This design comes from an exercise in tuning for small area, a short achievable clock period and few clock cycles per item on the open sky130 flow, not from production work. RTL that was checked went through simulation tests only; none was proved equivalent to the original. No functional check of the RTL was part of run 2.

[flow/flow/run.sh]
#!/bin/bash
# Own layout flow: the standard layout (standard synthesis unchanged), with each port buffered
# by a buf_2 instead of the default delay-buffer cell, and with Yosys/ABC's buffers removed at
# floorplan instead of a timing repair before placement (timing is repaired after placement).
# The make output goes to flow_make.log here.
set -euo pipefail
cd "$(dirname "$0")/.."
bash standard.sh 'BUFFER_PORTS_ARGS=-buffer_cell sky130_fd_sc_hd__buf_2' 'REMOVE_ABC_BUFFERS=1' finish > flow_make.log 2>&1
[flow/standard.sh]
#!/bin/bash
# synth_recipe.tcl (not shown) runs the flow's synth.tcl, then flattens the netlist and writes it again
# the make line also repeats each setting of config.mk as NAME=value (left out here)
make -C /OpenROAD-flow-scripts/flow DESIGN_CONFIG=/design/flow/config.mk WORK_HOME=/design/flow/orfs CLKGATE_MAP_FILE= SYNTH_SCRIPT=/design/flow/synth_recipe.tcl "${@:-finish}"
[flow/config.mk]
export PLATFORM = sky130hd
export DESIGN_NAME = mac_array
export DESIGN_NICKNAME = mac_array
export VERILOG_FILES = /design/flow/design.v
export SDC_FILE = /design/flow/constraint.sdc
export NUM_CORES = 4
export LEC_CHECK = 0
export CAP_MARGIN = 20
export CORE_MARGIN = 2
export CORE_UTILIZATION = 40
export SETUP_SLACK_MARGIN = 2.5
export SLEW_MARGIN = 20
[flow/constraint.sdc]
create_clock -name core_clock -period 6.0 [get_ports {clk}]
set_input_delay 1.2000 -clock core_clock [delete_from_list [all_inputs] [get_ports {clk}]]
set_output_delay 1.2000 -clock core_clock [all_outputs]
set_load 0.01 [all_outputs]
[flow/design.v]
package mac_pkg;
  function automatic logic [11:0] booth_enc(input logic [7:0] b);
    logic [8:0] bx;
    logic [11:0] e;
    bx = {b, 1'b0};
    for (int j = 0; j < 4; j++) begin
      e[3*j]     = bx[2*j+1] ^ bx[2*j];
      e[3*j + 1] = (bx[2*j+2] & ~bx[2*j+1] & ~bx[2*j]) | (~bx[2*j+2] & bx[2*j+1] & bx[2*j]);
      e[3*j + 2] = bx[2*j+2];
    end
    booth_enc = e;
  endfunction
endpackage
module mac_lane #(
  parameter bit INV = 1'b0
) (
  input  logic        clk,
  input  logic        load,
  input  logic [7:0]  a_in,
  input  logic [11:0] benc,
  input  logic        sat,
  input  logic        first,
  input  logic        en,
  output logic [15:0] acc,
  output logic        overflow
);
  logic [7:0] a;
  logic [11:0] be;
  logic fi;
  logic [8:0] x0, x1, x2, x3;
  logic [15:0] acc_in;
  logic [16:0] pp, gg, cy, s;
  logic ov;
  logic [15:0] wacc;        
  logic pend, psgn;         
  logic sel_w, sel_hi, sel_lo;
  logic s1;
  logic c2;
  logic s3;
  logic c4;
  logic s5;
  logic c6;
  logic s7;
  logic c8;
  logic s9;
  logic c10;
  logic s11;
  logic c12;
  logic s13;
  logic c14;
  logic s15;
  logic c16;
  logic s17;
  logic c18;
  logic s19;
  logic c20;
  logic s21;
  logic c22;
  logic s23;
  logic c24;
  logic s25;
  logic c26;
  logic s27;
  logic c28;
  logic s29;
  logic c30;
  logic s31;
  logic c32;
  logic s33;
  logic c34;
  logic s35;
  logic c36;
  logic s37;
  logic c38;
  logic s39;
  logic c40;
  logic s41;
  logic c42;
  logic s43;
  logic c44;
  logic s45;
  logic c46;
  logic s47;
  logic c48;
  logic s49;
  logic c50;
  logic s51;
  logic c52;
  logic s53;
  logic c54;
  logic s55;
  logic c56;
  logic s57;
  logic c58;
  logic s59;
  logic c60;
  logic s61;
  logic c62;
  logic s63;
  logic c64;
  logic s65;
  logic c66;
  logic s67;
  logic c68;
  logic s69;
  logic c70;
  logic s71;
  logic c72;
  logic s73;
  logic c74;
  logic s75;
  logic c76;
  logic s77;
  logic c78;
  logic G79;
  logic G80;
  logic P81;
  logic G82;
  logic P83;
  logic G84;
  logic P85;
  logic G86;
  logic P87;
  logic G88;
  logic P89;
  logic G90;
  logic P91;
  logic G92;
  logic P93;
  logic G94;
  logic G95;
  logic G96;
  logic P97;
  logic G98;
  logic P99;
  logic G100;
  logic P101;
  logic G102;
  logic P103;
  logic G104;
  logic P105;
  logic G106;
  logic P107;
  logic G108;
  logic G109;
  logic G110;
  logic G111;
  logic G112;
  logic P113;
  logic G114;
  logic P115;
  logic G116;
  logic P117;
  logic G118;
  logic P119;
  logic G120;
  logic G121;
  logic G122;
  logic G123;
  logic G124;
  logic G125;
  logic G126;
  logic G127;
  assign be = benc ^ {12{INV}};
  assign fi = first ^ INV;
  assign x0 = (({9{be[0]}} & {a[7], a}) | ({9{be[1]}} & {a, 1'b0})) ^ {9{be[2]}};
  assign x1 = (({9{be[3]}} & {a[7], a}) | ({9{be[4]}} & {a, 1'b0})) ^ {9{be[5]}};
  assign x2 = (({9{be[6]}} & {a[7], a}) | ({9{be[7]}} & {a, 1'b0})) ^ {9{be[8]}};
  assign x3 = (({9{be[9]}} & {a[7], a}) | ({9{be[10]}} & {a, 1'b0})) ^ {9{be[11]}};
  assign acc = pend ? {psgn, {15{~psgn}}} : wacc;
  assign sel_w = !fi && !pend;
  assign sel_hi = !fi && pend && psgn;
  assign sel_lo = !fi && pend && !psgn;
  assign acc_in = ({16{sel_w}} & wacc) | {sel_hi, {15{sel_lo}}};
  assign s1 = acc_in[4] ^ be[8];
  assign c2 = acc_in[4] & be[8];
  assign s3 = acc_in[5] ^ x0[5];
  assign c4 = acc_in[5] & x0[5];
  assign s5 = acc_in[6] ^ be[11] ^ x0[6];
  assign c6 = (acc_in[6] & be[11]) | (acc_in[6] & x0[6]) | (be[11] & x0[6]);
  assign s7 = x1[4] ^ x2[2];
  assign c8 = x1[4] & x2[2];
  assign s9 = acc_in[7] ^ x0[7] ^ x1[5];
  assign c10 = (acc_in[7] & x0[7]) | (acc_in[7] & x1[5]) | (x0[7] & x1[5]);
  assign s11 = x2[3] ^ x3[1];
  assign c12 = x2[3] & x3[1];
  assign s13 = 1'b1 ^ acc_in[8] ^ ~x0[8];
  assign c14 = (1'b1 & acc_in[8]) | (1'b1 & ~x0[8]) | (acc_in[8] & ~x0[8]);
  assign s15 = x1[6] ^ x2[4] ^ x3[2];
  assign c16 = (x1[6] & x2[4]) | (x1[6] & x3[2]) | (x2[4] & x3[2]);
  assign s17 = 1'b1 ^ acc_in[9] ^ x1[7];
  assign c18 = (1'b1 & acc_in[9]) | (1'b1 & x1[7]) | (acc_in[9] & x1[7]);
  assign s19 = x2[5] ^ x3[3];
  assign c20 = x2[5] & x3[3];
  assign s21 = acc_in[10] ^ ~x1[8] ^ x2[6];
  assign c22 = (acc_in[10] & ~x1[8]) | (acc_in[10] & x2[6]) | (~x1[8] & x2[6]);
  assign s23 = 1'b1 ^ acc_in[11];
  assign c24 = 1'b1 & acc_in[11];
  assign s25 = acc_in[2] ^ be[5];
  assign c26 = acc_in[2] & be[5];
  assign s27 = acc_in[3] ^ x0[3];
  assign c28 = acc_in[3] & x0[3];
  assign s29 = x0[4] ^ x1[2] ^ x2[0];
  assign c30 = (x0[4] & x1[2]) | (x0[4] & x2[0]) | (x1[2] & x2[0]);
  assign s31 = x1[3] ^ x2[1] ^ c2;
  assign c32 = (x1[3] & x2[1]) | (x1[3] & c2) | (x2[1] & c2);
  assign s33 = x3[0] ^ s7 ^ c4;
  assign c34 = (x3[0] & s7) | (x3[0] & c4) | (s7 & c4);
  assign s35 = s11 ^ c8 ^ c6;
  assign c36 = (s11 & c8) | (s11 & c6) | (c8 & c6);
  assign s37 = c12 ^ c10 ^ s13;
  assign c38 = (c12 & c10) | (c12 & s13) | (c10 & s13);
  assign s39 = s19 ^ c14 ^ c16;
  assign c40 = (s19 & c14) | (s19 & c16) | (c14 & c16);
  assign s41 = x3[4] ^ c20 ^ c18;
  assign c42 = (x3[4] & c20) | (x3[4] & c18) | (c20 & c18);
  assign s43 = s23 ^ x2[7] ^ x3[5];
  assign c44 = (s23 & x2[7]) | (s23 & x3[5]) | (x2[7] & x3[5]);
  assign s45 = acc_in[12] ^ c24 ^ ~x2[8];
  assign c46 = (acc_in[12] & c24) | (acc_in[12] & ~x2[8]) | (c24 & ~x2[8]);
  assign s47 = 1'b1 ^ acc_in[13];
  assign c48 = 1'b1 & acc_in[13];
  assign s49 = acc_in[0] ^ be[2];
  assign c50 = acc_in[0] & be[2];
  assign s51 = acc_in[1] ^ x0[1];
  assign c52 = acc_in[1] & x0[1];
  assign s53 = x0[2] ^ x1[0] ^ s25;
  assign c54 = (x0[2] & x1[0]) | (x0[2] & s25) | (x1[0] & s25);
  assign s55 = x1[1] ^ c26 ^ s27;
  assign c56 = (x1[1] & c26) | (x1[1] & s27) | (c26 & s27);
  assign s57 = s1 ^ c28 ^ s29;
  assign c58 = (s1 & c28) | (s1 & s29) | (c28 & s29);
  assign s59 = s3 ^ c30 ^ s31;
  assign c60 = (s3 & c30) | (s3 & s31) | (c30 & s31);
  assign s61 = c32 ^ s5 ^ s33;
  assign c62 = (c32 & s5) | (c32 & s33) | (s5 & s33);
  assign s63 = s9 ^ c34 ^ s35;
  assign c64 = (s9 & c34) | (s9 & s35) | (c34 & s35);
  assign s65 = s15 ^ c36 ^ s37;
  assign c66 = (s15 & c36) | (s15 & s37) | (c36 & s37);
  assign s67 = s17 ^ s39 ^ c38;
  assign c68 = (s17 & s39) | (s17 & c38) | (s39 & c38);
  assign s69 = s21 ^ c40 ^ s41;
  assign c70 = (s21 & c40) | (s21 & s41) | (c40 & s41);
  assign s71 = c22 ^ s43 ^ c42;
  assign c72 = (c22 & s43) | (c22 & c42) | (s43 & c42);
  assign s73 = x3[6] ^ c44 ^ s45;
  assign c74 = (x3[6] & c44) | (x3[6] & s45) | (c44 & s45);
  assign s75 = s47 ^ x3[7] ^ c46;
  assign c76 = (s47 & x3[7]) | (s47 & c46) | (x3[7] & c46);
  assign s77 = acc_in[14] ^ c48 ^ ~x3[8];
  assign c78 = (acc_in[14] & c48) | (acc_in[14] & ~x3[8]) | (c48 & ~x3[8]);
  assign pp[0] = (x0[0] ^ s49);
  assign gg[0] = (x0[0] & s49);
  assign pp[1] = (s51 ^ c50);
  assign gg[1] = (s51 & c50);
  assign pp[2] = (s53 ^ c52);
  assign gg[2] = (s53 & c52);
  assign pp[3] = (s55 ^ c54);
  assign gg[3] = (s55 & c54);
  assign pp[4] = (s57 ^ c56);
  assign gg[4] = (s57 & c56);
  assign pp[5] = (s59 ^ c58);
  assign gg[5] = (s59 & c58);
  assign pp[6] = (s61 ^ c60);
  assign gg[6] = (s61 & c60);
  assign pp[7] = (s63 ^ c62);
  assign gg[7] = (s63 & c62);
  assign pp[8] = (s65 ^ c64);
  assign gg[8] = (s65 & c64);
  assign pp[9] = (s67 ^ c66);
  assign gg[9] = (s67 & c66);
  assign pp[10] = (s69 ^ c68);
  assign gg[10] = (s69 & c68);
  assign pp[11] = (s71 ^ c70);
  assign gg[11] = (s71 & c70);
  assign pp[12] = (s73 ^ c72);
  assign gg[12] = (s73 & c72);
  assign pp[13] = (s75 ^ c74);
  assign gg[13] = (s75 & c74);
  assign pp[14] = (s77 ^ c76);
  assign gg[14] = (s77 & c76);
  assign pp[15] = (~acc_in[15] ^ c78);
  assign gg[15] = (~acc_in[15] & c78);
  assign pp[16] = 1'b1;
  assign gg[16] = 1'b0;
  assign G79 = gg[1] | (pp[1] & gg[0]);
  assign G80 = gg[3] | (pp[3] & gg[2]);
  assign P81 = pp[3] & pp[2];
  assign G82 = gg[5] | (pp[5] & gg[4]);
  assign P83 = pp[5] & pp[4];
  assign G84 = gg[7] | (pp[7] & gg[6]);
  assign P85 = pp[7] & pp[6];
  assign G86 = gg[9] | (pp[9] & gg[8]);
  assign P87 = pp[9] & pp[8];
  assign G88 = gg[11] | (pp[11] & gg[10]);
  assign P89 = pp[11] & pp[10];
  assign G90 = gg[13] | (pp[13] & gg[12]);
  assign P91 = pp[13] & pp[12];
  assign G92 = gg[15] | (pp[15] & gg[14]);
  assign P93 = pp[15] & pp[14];
  assign G94 = gg[2] | (pp[2] & G79);
  assign G95 = G80 | (P81 & G79);
  assign G96 = gg[6] | (pp[6] & G82);
  assign P97 = pp[6] & P83;
  assign G98 = G84 | (P85 & G82);
  assign P99 = P85 & P83;
  assign G100 = gg[10] | (pp[10] & G86);
  assign P101 = pp[10] & P87;
  assign G102 = G88 | (P89 & G86);
  assign P103 = P89 & P87;
  assign G104 = gg[14] | (pp[14] & G90);
  assign P105 = pp[14] & P91;
  assign G106 = G92 | (P93 & G90);
  assign P107 = P93 & P91;
  assign G108 = gg[4] | (pp[4] & G95);
  assign G109 = G82 | (P83 & G95);
  assign G110 = G96 | (P97 & G95);
  assign G111 = G98 | (P99 & G95);
  assign G112 = gg[12] | (pp[12] & G102);
  assign P113 = pp[12] & P103;
  assign G114 = G90 | (P91 & G102);
  assign P115 = P91 & P103;
  assign G116 = G104 | (P105 & G102);
  assign P117 = P105 & P103;
  assign G118 = G106 | (P107 & G102);
  assign P119 = P107 & P103;
  assign G120 = gg[8] | (pp[8] & G111);
  assign G121 = G86 | (P87 & G111);
  assign G122 = G100 | (P101 & G111);
  assign G123 = G102 | (P103 & G111);
  assign G124 = G112 | (P113 & G111);
  assign G125 = G114 | (P115 & G111);
  assign G126 = G116 | (P117 & G111);
  assign G127 = G118 | (P119 & G111);
  assign cy[0] = 1'b0;
  assign cy[1] = gg[0];
  assign cy[2] = G79;
  assign cy[3] = G94;
  assign cy[4] = G95;
  assign cy[5] = G108;
  assign cy[6] = G109;
  assign cy[7] = G110;
  assign cy[8] = G111;
  assign cy[9] = G120;
  assign cy[10] = G121;
  assign cy[11] = G122;
  assign cy[12] = G123;
  assign cy[13] = G124;
  assign cy[14] = G125;
  assign cy[15] = G126;
  assign cy[16] = G127;
  assign s = pp ^ cy;
  assign ov = s[16] ^ s[15];
  always_ff @(posedge clk) begin
    if (load) a <= a_in;
    if (en) begin
      wacc <= s[15:0];
      pend <= ov && sat;
      psgn <= s[16];
      overflow <= (overflow && !fi) || ov;
    end
  end
endmodule
module mac_array #(
  parameter int DATA_WIDTH = 8,
  parameter int ACC_WIDTH  = 16,
  parameter int NUM_LANES  = 8,
  parameter int VEC_LEN    = 8,
  parameter int SIGNED     = 1
) (
  input  logic                           clk,
  input  logic                           rst_n,
  input  logic                           clr,
  input  logic                           in_valid,
  output logic                           in_ready,
  input  logic [NUM_LANES*DATA_WIDTH-1:0] a_in,
  input  logic [DATA_WIDTH-1:0]          b_in,
  input  logic                           sat_en,
  output logic                           out_valid,
  input  logic                           out_ready,
  output logic [NUM_LANES*ACC_WIDTH-1:0] acc_out,
  output logic [NUM_LANES-1:0]           overflow,
  output logic                           busy
);
  logic [2:0] cnt;             
  logic v1;                    
  logic first, last, sat;      
  logic first_n;               
  logic [11:0] benc, benc_n;   
  logic [11:0] benc_d;
  logic hold, accept, step;
  logic blk;                   
  logic v1_n, ov_n;
  assign benc_d = mac_pkg::booth_enc(b_in);
  assign hold = out_valid && !out_ready;
  assign step = v1 && !hold;
  assign in_ready = !clr && !(blk && !out_ready);
  assign accept = in_valid && in_ready;
  assign busy = (cnt != 3'd0) || (v1 && last) || out_valid;
  always_comb begin
    v1_n = v1;
    ov_n = out_valid;
    if (clr) begin
      v1_n = 1'b0;
      ov_n = 1'b0;
    end else begin
      if (accept) v1_n = 1'b1;
      else if (step) v1_n = 1'b0;
      if (step && last) ov_n = 1'b1;
      else if (out_valid && out_ready) ov_n = 1'b0;
    end
  end
  always_ff @(posedge clk or negedge rst_n) begin
    if (!rst_n) begin
      cnt <= '0;
      v1 <= 1'b0;
      out_valid <= 1'b0;
      blk <= 1'b0;
    end else begin
      if (clr) cnt <= '0;
      else if (accept) cnt <= cnt + 1'b1;
      v1 <= v1_n;
      out_valid <= ov_n;
      blk <= v1_n && ov_n;
    end
  end
  always_ff @(posedge clk) begin
    if (accept) begin
      benc <= benc_d;
      benc_n <= ~benc_d;
      sat <= sat_en;
      first <= (cnt == 3'd0);
      first_n <= (cnt != 3'd0);
      last <= (cnt == 3'd7);
    end
  end
  for (genvar i = 0; i < NUM_LANES; i++) begin : g_lane
    localparam bit INVL = (i >= NUM_LANES / 2);
    logic [11:0] lane_benc;
    logic lane_first;
    assign lane_benc = INVL ? benc_n : benc;
    assign lane_first = INVL ? first_n : first;
    mac_lane #(.INV(INVL)) u_lane (
      .clk(clk),
      .load(accept),
      .a_in(a_in[i*DATA_WIDTH +: DATA_WIDTH]),
      .benc(lane_benc),
      .sat(sat),
      .first(lane_first),
      .en(step),
      .acc(acc_out[i*ACC_WIDTH +: ACC_WIDTH]),
      .overflow(overflow[i])
    );
  end
endmodule
==> reports/metrics.yaml, run 1 <==
grt_pass1_wl_um: 119000
fin_hold_ws_ns: 0.384
r2r_end: "g_lane[3].u_lane.wacc[6]$_DFFE_PP_"
status: "finished clean"
r2r-start: "g_lane[3].u_lane.pend$_DFFE_PP_"
synth_cell_type_count: 67
drive_above_1_share_pct: 37.1
start_util_pct: 40.6
die_area_um2: 67700
wirelength_um: 81000
synthArstFlopShare_pct: 2.40
final_antenna_net_count: 0
cts_max_level: 1
r2r_slack_ns: 1.80
ys_warn_count: 3
gr-total-overflow: 0
io_pins: 217
grt_pass1_vias: 21400
skew_ns: 0.0407
reg2reg_depth: 22
startpoint: "g_lane[3].u_lane.pend$_DFFE_PP_"
cts_tree: "done"
fin_ws_ns: 1.80
cts_buffer_depth: 3
cts-buffers-inserted: 31
arrival_ns: 4.59
tns_ns: 0
max_cap_viol_count: 0
ys.flop_type: "edfxtp_1"
cts_sinks: 250
ys_ff_latch: 250
utilization_pct: 54.9
max-slew-margin-rel_pct: 29.6
syn_area_um2: 26200
fmax_mhz: 238
die_h_um: 260
critPathMaxFanout: 4
nNetsFinal: 3639
grt_max_degree: 153
crit_type: "reg2reg"
area_growth_pct: 35.3
worstSetupEndpointType: "flop"
core_area_um2: 64700
portBuffers: 216
rows: 93
stdcell_count: 3996
start_kind: "flop"
setup_viol: 0
synth-edff-count: 244
synth.avg_cell_area_um2: 9.95
wl_per_cell_um: 20.3
rsz0062_at_grt: "yes"
hold_class: "in2async"
cts.clk_slew.worst_paths_ns: 0.06
dr.pass1.iters: 5
worstPathRequired_ns: 6.39
die_width_um: 260
hold_buffers: 0
worstMarginPinSlew_ns: 1.06
worstSkewPairLatency_ns: 0.64
first_iter_violations: 1400
global_route.usage.total_pct: 22.3
preCtsSetupSlack_ns: 0.747
dp_cells: 3594
cts-root-buf: "clkbuf_16"
dpl.hpwl_um: 52600
fin_crit_sh_pct: 70.1
slew_viol_final: 0
viasPerCell: 5.30
place.gp.congestion: 0.861
final_area_um2: 35500
vias: 21200
antenna_found_initial: 9
period_needed_ns: 4.20
syn_inst: 2637
hold_viol: 0
seq_area_frac_synth_pct: 28.5
place_area_um2: 28100
route.detailed.drc: 0
-- worst max path at each step --
stage	to	slack [ns]	cells after the start
final	g_lane[3].u_lane.wacc[6]$_DFFE_PP_	1.80	22
after detailed placement	g_lane[2].u_lane.pend$_DFFE_PP_	0.75	15
after floorplan	g_lane[0].u_lane.overflow$_DFFE_PP_	0.68	3
after CTS	g_lane[7].u_lane.pend$_DFFE_PP_	1.93	17
after global routing	g_lane[3].u_lane.wacc[6]$_DFFE_PP_	1.68	22
after global placement	g_lane[2].u_lane.pend$_DFFE_PP_	0.76	15
-- cell usage after synthesis, drive strengths merged (5+ instances only) --
cell type / instances / area, um2
a21oi: 84 / 428
o31ai: 5 / 42.5
fa: 240 / 4800
xor2: 70 / 613
or3: 9 / 56.3
and2: 92 / 578
and3: 22 / 139
nand2b: 16 / 100
nand3: 7 / 35.0
o21ai: 91 / 470
inv: 453 / 1700
edfxtp: 244 / 7330
ha: 211 / 2640
dfrtp: 6 / 150
a22oi: 112 / 841
nor2: 71 / 269
o22ai: 113 / 707
nor2b: 10 / 62.6
o21bai: 5 / 48.8
clkbuf: 117 / 462
nor3: 15 / 75.1
a21o: 24 / 180
xnor2: 302 / 2650
nand2: 136 / 510
nand4: 7 / 43.8
o31a: 6 / 52.6
o21a: 85 / 638
buf: 41 / 219
-- registers in the layout, indices dropped and copies added, names as in the netlist --
register                flops
benc                       12
benc_n                     12
blk                         1
cnt                         3
first                       1
first_n                     1
g_lane.u_lane.a            64
g_lane.u_lane.overflow      8
g_lane.u_lane.pend          8
g_lane.u_lane.psgn          8
g_lane.u_lane.wacc        128
last                        1
out_valid                   1
sat                         1
v1                          1
-- per-layer routing --
| metal | up-vias | wire length [um] | GRT usage, % |
|---|---|---|---|
| li1 | 9710 | - | - |
| met1 | 10600 | 35000 | 30.6 |
| met2 | 727 | 37800 | 35.5 |
| met3 | 194 | 5030 | 3.39 |
| met4 | 2 | 3220 | 8.87 |
| met5 | - | 10 | 0 |
-- repair_timing --
action                     4_1_cts  5_1_grt
pin swaps                      184      271
cloned                           7        8
gates resized for setup        382      376
setup endpoints to repair      148      111
setup buffers                  200      123
-- logic make-up after synthesis --
group	Yosys count	share of synthesized area (%)
and+or+nand+nor	395	7.43
buffers and inverters	615	9.17
DFF	250	28.5
muxes	5	0.195
AOI/OAI and AO/OA	548	13.9
xor gates and xnor gates	372	12.4
adders and majority gates	452	28.4
-- area by class of cell --
cell class,instances,area (um2)
repair buffers,598,4800
fillers,5413,29200
clock buffers,42,857
multi-input cells,1774,19400
diodes,6,15.0
well taps,855,1070
inverters,455,1770
clock inverters,16,156
flip-flops and latches,250,7480
-- placed cells by master (no fill, tap or decap), types with 82 or more instances in the layout --
cell        n
o21a_1     83
buf_6      82
xnor2_1   260
nand2_1   112
ha_1      149
buf_4     255
buf_2     216
inv_1     392
fa_1      199
edfxtp_1  244
-- worst max-delay path, stage by stage (launching register included) --
cell and delay [ns]:
edfxtp_1 0.41, buf_12 0.16, nand2_8 0.05, o21a_4 0.15, and2_4 0.15, ha_4 0.12, inv_2 0.04, fa_1 0.49
fa_1 0.53, inv_2 0.04, ha_4 0.21, and2_4 0.17, a221oi_4 0.28, nand2_2 0.11, buf_4 0.15, buf_4 0.12
buf_4 0.12, buf_4 0.13, buf_4 0.13, buf_4 0.12, buf_4 0.12, nor2_2 0.08, nor2_1 0.06
Testbench counts, summed over its fixed seeds: cycles 3,088, vectors 384.
==> inputs of run 2 (changes only) <==
--- a/flow/design.v
+++ b/flow/design.v
@@ -128,7 +128,7 @@
   logic G92;
   logic P93;
   logic G94;
-  logic G95;
+  logic P95;
   logic G96;
   logic P97;
   logic G98;
@@ -144,7 +144,7 @@
   logic G108;
   logic G109;
   logic G110;
-  logic G111;
+  logic P111;
   logic G112;
   logic P113;
   logic G114;
@@ -154,13 +154,47 @@
   logic G118;
   logic P119;
   logic G120;
-  logic G121;
+  logic P121;
   logic G122;
-  logic G123;
+  logic P123;
   logic G124;
-  logic G125;
+  logic P125;
   logic G126;
-  logic G127;
+  logic P127;
+  logic G128;
+  logic P129;
+  logic G130;
+  logic P131;
+  logic G132;
+  logic P133;
+  logic G134;
+  logic G135;
+  logic G136;
+  logic G137;
+  logic G138;
+  logic P139;
+  logic G140;
+  logic P141;
+  logic G142;
+  logic P143;
+  logic G144;
+  logic P145;
+  logic G146;
+  logic P147;
+  logic G148;
+  logic P149;
+  logic G150;
+  logic P151;
+  logic G152;
+  logic P153;
+  logic G154;
+  logic G155;
+  logic G156;
+  logic G157;
+  logic G158;
+  logic G159;
+  logic G160;
+  logic G161;
   assign be = benc ^ {12{INV}};
   assign fi = first ^ INV;
   assign x0 = (({9{be[0]}} & {a[7], a}) | ({9{be[1]}} & {a, 1'b0})) ^ {9{be[2]}};
@@ -285,71 +319,105 @@
   assign pp[16] = 1'b1;
   assign gg[16] = 1'b0;
   assign G79 = gg[1] | (pp[1] & gg[0]);
-  assign G80 = gg[3] | (pp[3] & gg[2]);
-  assign P81 = pp[3] & pp[2];
-  assign G82 = gg[5] | (pp[5] & gg[4]);
-  assign P83 = pp[5] & pp[4];
-  assign G84 = gg[7] | (pp[7] & gg[6]);
-  assign P85 = pp[7] & pp[6];
-  assign G86 = gg[9] | (pp[9] & gg[8]);
-  assign P87 = pp[9] & pp[8];
-  assign G88 = gg[11] | (pp[11] & gg[10]);
-  assign P89 = pp[11] & pp[10];
-  assign G90 = gg[13] | (pp[13] & gg[12]);
-  assign P91 = pp[13] & pp[12];
-  assign G92 = gg[15] | (pp[15] & gg[14]);
-  assign P93 = pp[15] & pp[14];
-  assign G94 = gg[2] | (pp[2] & G79);
-  assign G95 = G80 | (P81 & G79);
-  assign G96 = gg[6] | (pp[6] & G82);
-  assign P97 = pp[6] & P83;
-  assign G98 = G84 | (P85 & G82);
-  assign P99 = P85 & P83;
-  assign G100 = gg[10] | (pp[10] & G86);
-  assign P101 = pp[10] & P87;
-  assign G102 = G88 | (P89 & G86);
-  assign P103 = P89 & P87;
-  assign G104 = gg[14] | (pp[14] & G90);
-  assign P105 = pp[14] & P91;
-  assign G106 = G92 | (P93 & G90);
-  assign P107 = P93 & P91;
-  assign G108 = gg[4] | (pp[4] & G95);
-  assign G109 = G82 | (P83 & G95);
-  assign G110 = G96 | (P97 & G95);
-  assign G111 = G98 | (P99 & G95);
-  assign G112 = gg[12] | (pp[12] & G102);
-  assign P113 = pp[12] & P103;
-  assign G114 = G90 | (P91 & G102);
-  assign P115 = P91 & P103;
-  assign G116 = G104 | (P105 & G102);
-  assign P117 = P105 & P103;
-  assign G118 = G106 | (P107 & G102);
-  assign P119 = P107 & P103;
-  assign G120 = gg[8] | (pp[8] & G111);
-  assign G121 = G86 | (P87 & G111);
-  assign G122 = G100 | (P101 & G111);
-  assign G123 = G102 | (P103 & G111);
-  assign G124 = G112 | (P113 & G111);
-  assign G125 = G114 | (P115 & G111);
-  assign G126 = G116 | (P117 & G111);
-  assign G127 = G118 | (P119 & G111);
+  assign G80 = gg[2] | (pp[2] & gg[1]);
+  assign P81 = pp[2] & pp[1];
+  assign G82 = gg[3] | (pp[3] & gg[2]);
+  assign P83 = pp[3] & pp[2];
+  assign G84 = gg[4] | (pp[4] & gg[3]);
+  assign P85 = pp[4] & pp[3];
+  assign G86 = gg[5] | (pp[5] & gg[4]);
+  assign P87 = pp[5] & pp[4];
+  assign G88 = gg[6] | (pp[6] & gg[5]);
+  assign P89 = pp[6] & pp[5];
+  assign G90 = gg[7] | (pp[7] & gg[6]);
+  assign P91 = pp[7] & pp[6];
+  assign G92 = gg[8] | (pp[8] & gg[7]);
+  assign P93 = pp[8] & pp[7];
+  assign G94 = gg[9] | (pp[9] & gg[8]);
+  assign P95 = pp[9] & pp[8];
+  assign G96 = gg[10] | (pp[10] & gg[9]);
+  assign P97 = pp[10] & pp[9];
+  assign G98 = gg[11] | (pp[11] & gg[10]);
+  assign P99 = pp[11] & pp[10];
+  assign G100 = gg[12] | (pp[12] & gg[11]);
+  assign P101 = pp[12] & pp[11];
+  assign G102 = gg[13] | (pp[13] & gg[12]);
+  assign P103 = pp[13] & pp[12];
+  assign G104 = gg[14] | (pp[14] & gg[13]);
+  assign P105 = pp[14] & pp[13];
+  assign G106 = gg[15] | (pp[15] & gg[14]);
+  assign P107 = pp[15] & pp[14];
+  assign G108 = G80 | (P81 & gg[0]);
+  assign G109 = G82 | (P83 & G79);
+  assign G110 = G84 | (P85 & G80);
+  assign P111 = P85 & P81;
+  assign G112 = G86 | (P87 & G82);
+  assign P113 = P87 & P83;
+  assign G114 = G88 | (P89 & G84);
+  assign P115 = P89 & P85;
+  assign G116 = G90 | (P91 & G86);
+  assign P117 = P91 & P87;
+  assign G118 = G92 | (P93 & G88);
+  assign P119 = P93 & P89;
+  assign G120 = G94 | (P95 & G90);
+  assign P121 = P95 & P91;
+  assign G122 = G96 | (P97 & G92);
+  assign P123 = P97 & P93;
+  assign G124 = G98 | (P99 & G94);
+  assign P125 = P99 & P95;
+  assign G126 = G100 | (P101 & G96);
+  assign P127 = P101 & P97;
+  assign G128 = G102 | (P103 & G98);
+  assign P129 = P103 & P99;
+  assign G130 = G104 | (P105 & G100);
+  assign P131 = P105 & P101;
+  assign G132 = G106 | (P107 & G102);
+  assign P133 = P107 & P103;
+  assign G134 = G110 | (P111 & gg[0]);
+  assign G135 = G112 | (P113 & G79);
+  assign G136 = G114 | (P115 & G108);
+  assign G137 = G116 | (P117 & G109);
+  assign G138 = G118 | (P119 & G110);
+  assign P139 = P119 & P111;
+  assign G140 = G120 | (P121 & G112);
+  assign P141 = P121 & P113;
+  assign G142 = G122 | (P123 & G114);
+  assign P143 = P123 & P115;
+  assign G144 = G124 | (P125 & G116);
+  assign P145 = P125 & P117;
+  assign G146 = G126 | (P127 & G118);
+  assign P147 = P127 & P119;
+  assign G148 = G128 | (P129 & G120);
+  assign P149 = P129 & P121;
+  assign G150 = G130 | (P131 & G122);
+  assign P151 = P131 & P123;
+  assign G152 = G132 | (P133 & G124);
+  assign P153 = P133 & P125;
+  assign G154 = G138 | (P139 & gg[0]);
+  assign G155 = G140 | (P141 & G79);
+  assign G156 = G142 | (P143 & G108);
+  assign G157 = G144 | (P145 & G109);
+  assign G158 = G146 | (P147 & G134);
+  assign G159 = G148 | (P149 & G135);
+  assign G160 = G150 | (P151 & G136);
+  assign G161 = G152 | (P153 & G137);
   assign cy[0] = 1'b0;
   assign cy[1] = gg[0];
   assign cy[2] = G79;
-  assign cy[3] = G94;
-  assign cy[4] = G95;
-  assign cy[5] = G108;
-  assign cy[6] = G109;
-  assign cy[7] = G110;
-  assign cy[8] = G111;
-  assign cy[9] = G120;
-  assign cy[10] = G121;
-  assign cy[11] = G122;
-  assign cy[12] = G123;
-  assign cy[13] = G124;
-  assign cy[14] = G125;
-  assign cy[15] = G126;
-  assign cy[16] = G127;
+  assign cy[3] = G108;
+  assign cy[4] = G109;
+  assign cy[5] = G134;
+  assign cy[6] = G135;
+  assign cy[7] = G136;
+  assign cy[8] = G137;
+  assign cy[9] = G154;
+  assign cy[10] = G155;
+  assign cy[11] = G156;
+  assign cy[12] = G157;
+  assign cy[13] = G158;
+  assign cy[14] = G159;
+  assign cy[15] = G160;
+  assign cy[16] = G161;
   assign s = pp ^ cy;
   assign ov = s[16] ^ s[15];
   always_ff @(posedge clk) begin
==> flow/flow/run.sh (replaced) <==
#!/bin/bash
# Own layout flow: the standard layout (standard synthesis unchanged), with each port buffered
# by a buf_2 instead of the default delay-buffer cell. The make output goes to flow_make.log here.
set -euo pipefail
cd "$(dirname "$0")/.."
bash standard.sh 'BUFFER_PORTS_ARGS=-buffer_cell sky130_fd_sc_hd__buf_2' finish > flow_make.log 2>&1
--- a/flow/config.mk
+++ b/flow/config.mk
@@ -8,5 +8,5 @@
 export CAP_MARGIN = 20
 export CORE_MARGIN = 2
 export CORE_UTILIZATION = 40
-export SETUP_SLACK_MARGIN = 2.5
+export SETUP_SLACK_MARGIN = 2.0
 export SLEW_MARGIN = 20
==> run 2 against run 1 <==
- still clean on timing, DRC and antenna
- final cell count is 2.9% higher
- routed wire length is 2.7% higher
- first-iteration DRC count is 22% higher
- global-route usage is 0.27 points higher
- non-clock buffer count is 73 lower
- final area is 0.74% lower
- synthesized cell count is 6.9% higher
- critical path depth is 7 lower
- clock skew is 0.00055 ns lower
==> reports/metrics.yaml, run 2 <==
worstPathRequired_ns: 6.31  # -0.08 ns
period_needed_ns: 4.26  # +0.0539 ns
hold_class: "in2async"
wl_per_cell_um: 20.2  # -0.14%
seq_area_frac_synth_pct: 27.6  # -0.89 points
layout_common_cells: "370 x inv_1, 271 x xnor2_1, 244 x edfxtp_1, 232 x buf_4, 219 x buf_2"
syn_inst: 2820  # +6.9%
die_width_um: 264  # +1.6%
cts-buffers-inserted: 34  # +9.7%
ys_ff_latch: 250  # unchanged
cts-root-buf: "clkbuf_16"
start_kind: "flop"
fin_crit_sh_pct: 71.0  # +0.90 points
yosys.cell_count.top_type: "inv_1"
portBuffers: 216  # unchanged
synth.avg_cell_area_um2: 9.61  # -3.5%
vias: 22400  # +5.9%
rsz0062_at_grt: "yes"
regMostFlops: "g_lane.u_lane.wacc"
worstSetupEndpointType: "flop"
grt_pass1_wl_um: 125000  # +5.1%
synth_top_area_cell: "edfxtp_1"
cts_tree: "done"
antenna_found_initial: 11  # +2
arrival_ns: 4.57  # -0.02 ns
ys.flop_type: "edfxtp_1"
global_route.usage.total_pct: 22.6  # +0.27 points
critPathMaxFanout: 8  # +4
dpl.hpwl_um: 56100  # +6.6%
max_cap_viol_count: 0  # unchanged
gr-total-overflow: 0  # unchanged
die_h_um: 264  # +1.6%
rows: 95  # +2.2%
core_area_um2: 67200  # +3.8%
die_area_um2: 69800  # +3.2%
crit_type: "reg2reg"
cts.clk_slew.worst_paths_ns: 0.06  # about the same
setup_viol: 0  # unchanged
hold_viol: 0  # unchanged
worstSkewPairLatency_ns: 0.57  # -0.07 ns
syn_area_um2: 27100  # +3.2%
final_antenna_net_count: 0  # unchanged
viasPerCell: 5.46  # +2.9%
final_area_um2: 35300  # -0.74%
start_util_pct: 40.3  # -0.23 points
worstMarginPinSlew_ns: 0.965  # -0.0918 ns
grt_pass1_vias: 22400  # +4.4%
ys_warn_count: 3  # unchanged
largest_reg_flops: 128  # unchanged
final_common_cell: "inv_1"
tns_ns: 0  # unchanged
first_iter_violations: 1711  # +22%
nNetsFinal: 3724  # +2.3%
hold_buffers: 0  # unchanged
yosys-top-cells-count: "427 x inv_1, 314 x xnor2_1, 244 x edfxtp_1, 219 x ha_1, 216 x fa_1"
synth.top_cell.area_share_pct: 27.0  # -0.87 points
slew_viol_final: 0  # unchanged
reg_top3: "g_lane.u_lane.wacc x128, g_lane.u_lane.a x64"
synth_cell_type_count: 53  # -21%
status: "finished clean"
dr.pass1.iters: 5  # unchanged
synth_area_leaders: "edfxtp_1 27%, fa_1 16%, xnor2_1 10%"
grt_max_degree: 62  # -59%
cts_sinks: 250  # unchanged
area_growth_pct: 30.1
fmax_mhz: 235  # -1.3%
max-slew-margin-rel_pct: 35.7  # +6.1 points
synthArstFlopShare_pct: 2.40  # unchanged
synth-edff-count: 244  # unchanged
place_area_um2: 29500  # +5.0%
route.detailed.drc: 0  # unchanged
place.gp.congestion: 0.906  # +5.2%
cts_max_level: 2  # +1
io_pins: 217  # unchanged
cts_buffer_depth: 3  # unchanged
drive_above_1_share_pct: 31.4  # -5.6 points
skew_ns: 0.0401  # -0.000546 ns
wirelength_um: 83200  # +2.7%
-- run 2: routing by layer --
layer	GRT usage, %	wire length (um)
met1	31.3	36800
met2	36.8	39200
met4	6.71	2300
met3	3.17	4900
met5	0	67
-- run 2: cell families (layout without fill, tap and decap cells) --
| kind of cell | after synthesis | after routing | synth area share, % |
|---|---|---|---|
| DFF | 250 | 250 | 27.6 |
| xor gates and xnor gates | 394 | 394 | 12.7 |
| AOI/OAI and AO/OA | 677 | 677 | 16.9 |
| adders and majority gates | 435 | 435 | 26.1 |
| buffers and inverters | 604 | 1016 | 8.58 |
| other | 0 | 4 | 0 |
| and+or+nand+nor | 452 | 454 | 7.82 |
| muxes | 8 | 8 | 0.314 |
-- run 2: final timing paths --
path	from	end	slack, ns	depth (start not counted)
hold reg to reg	cnt[0]$_DFFE_PN0P_	cnt[0]$_DFFE_PN0P_	0.52	1
setup reg to reg	g_lane[2].u_lane.a[4]$_DFFE_PP_	g_lane[2].u_lane.overflow$_DFFE_PP_	1.74	15
max in group asynchronous	rst_n	cnt[2]$_DFFE_PN0P_	5.40	1
setup / recovery	g_lane[2].u_lane.a[4]$_DFFE_PP_	g_lane[2].u_lane.overflow$_DFFE_PP_	1.74	15
min in group core_clock	cnt[0]$_DFFE_PN0P_	cnt[0]$_DFFE_PN0P_	0.52	1
hold / removal	rst_n	v1$_DFF_PN0_	0.46	1
-- run 2: stage by stage --
stage               util [%]  hold slack [ns]  std cells  setup WS, ns
floorplan                  -            0.465       2820          1.98
global placement        43.9            0.487       3787          1.21
detailed placement      43.9            0.506       3787          1.04
CTS                     49.1            0.440       3994          1.80
global route            52.5            0.457       4109          1.59
finish                  52.5            0.463       4111          1.74
-- run 2: critical path, stage by stage, from the launching register on --
cell      delay [ns]
edfxtp_1        0.58
a22oi_2         0.32
xnor2_2         0.10
fa_1            0.40
inv_1           0.10
fa_1            0.42
fa_1            0.41
inv_1           0.07
ha_2            0.30
a21o_1          0.21
o21bai_4        0.19
nor4_2          0.33
mux2_4          0.22
nor2_4          0.04
xor2_1          0.16
a21o_1          0.15
-- run 2: cell type report --
type | count | area, um2
Fill cell | 5813 | 31900
Multi-Input combinational cell | 1968 | 20000
Sequential cell | 250 | 7480
Timing Repair Buffer | 525 | 3970
Inverter | 431 | 1690
Tap cell | 873 | 1090
Clock buffer | 37 | 883
Clock inverter | 22 | 148
Antenna cell | 4 | 10.0
Timing Repair inverter | 1 | 7.51
-- run 2: what timing repair did --
item / CTS / global route
gates cloned: 10 / 5
pin swaps: 73 / 175
buffers inserted: 138 / 108
hold endpoints to repair: 0 / 0
setup endpoints to repair: 94 / 67
resized for setup: 231 / 291

==> separate check: timing with driven ports <==
The flow's constraints put no driver on any port. The routed layouts listed below were extracted and timed again, unchanged, in two steps.
Step 1 sets driving cells, clkbuf_16 on the clock port and buf_2 on the other inputs (assumed; they add their load-dependent delay and slew).
Step 2 times the ports against the registers' clock, not the clock port: input delays grow and output delays shrink by t, the midpoint of the rising clock arrivals with the driver on.
Three values: ideal, step 1, step 2; two values: the first two.
run	t (ns)	setup WS [ns]	clock arrival spread, ns	worst register clock-pin slew, ns
run 1	0.675	1.796 / 1.796 / 1.796	0.044 / 0.045	0.07 / 0.07
run 2	0.611	1.742 / 1.742 / 1.742	0.044 / 0.043	0.07 / 0.07
After both steps every run listed still meets setup and hold.
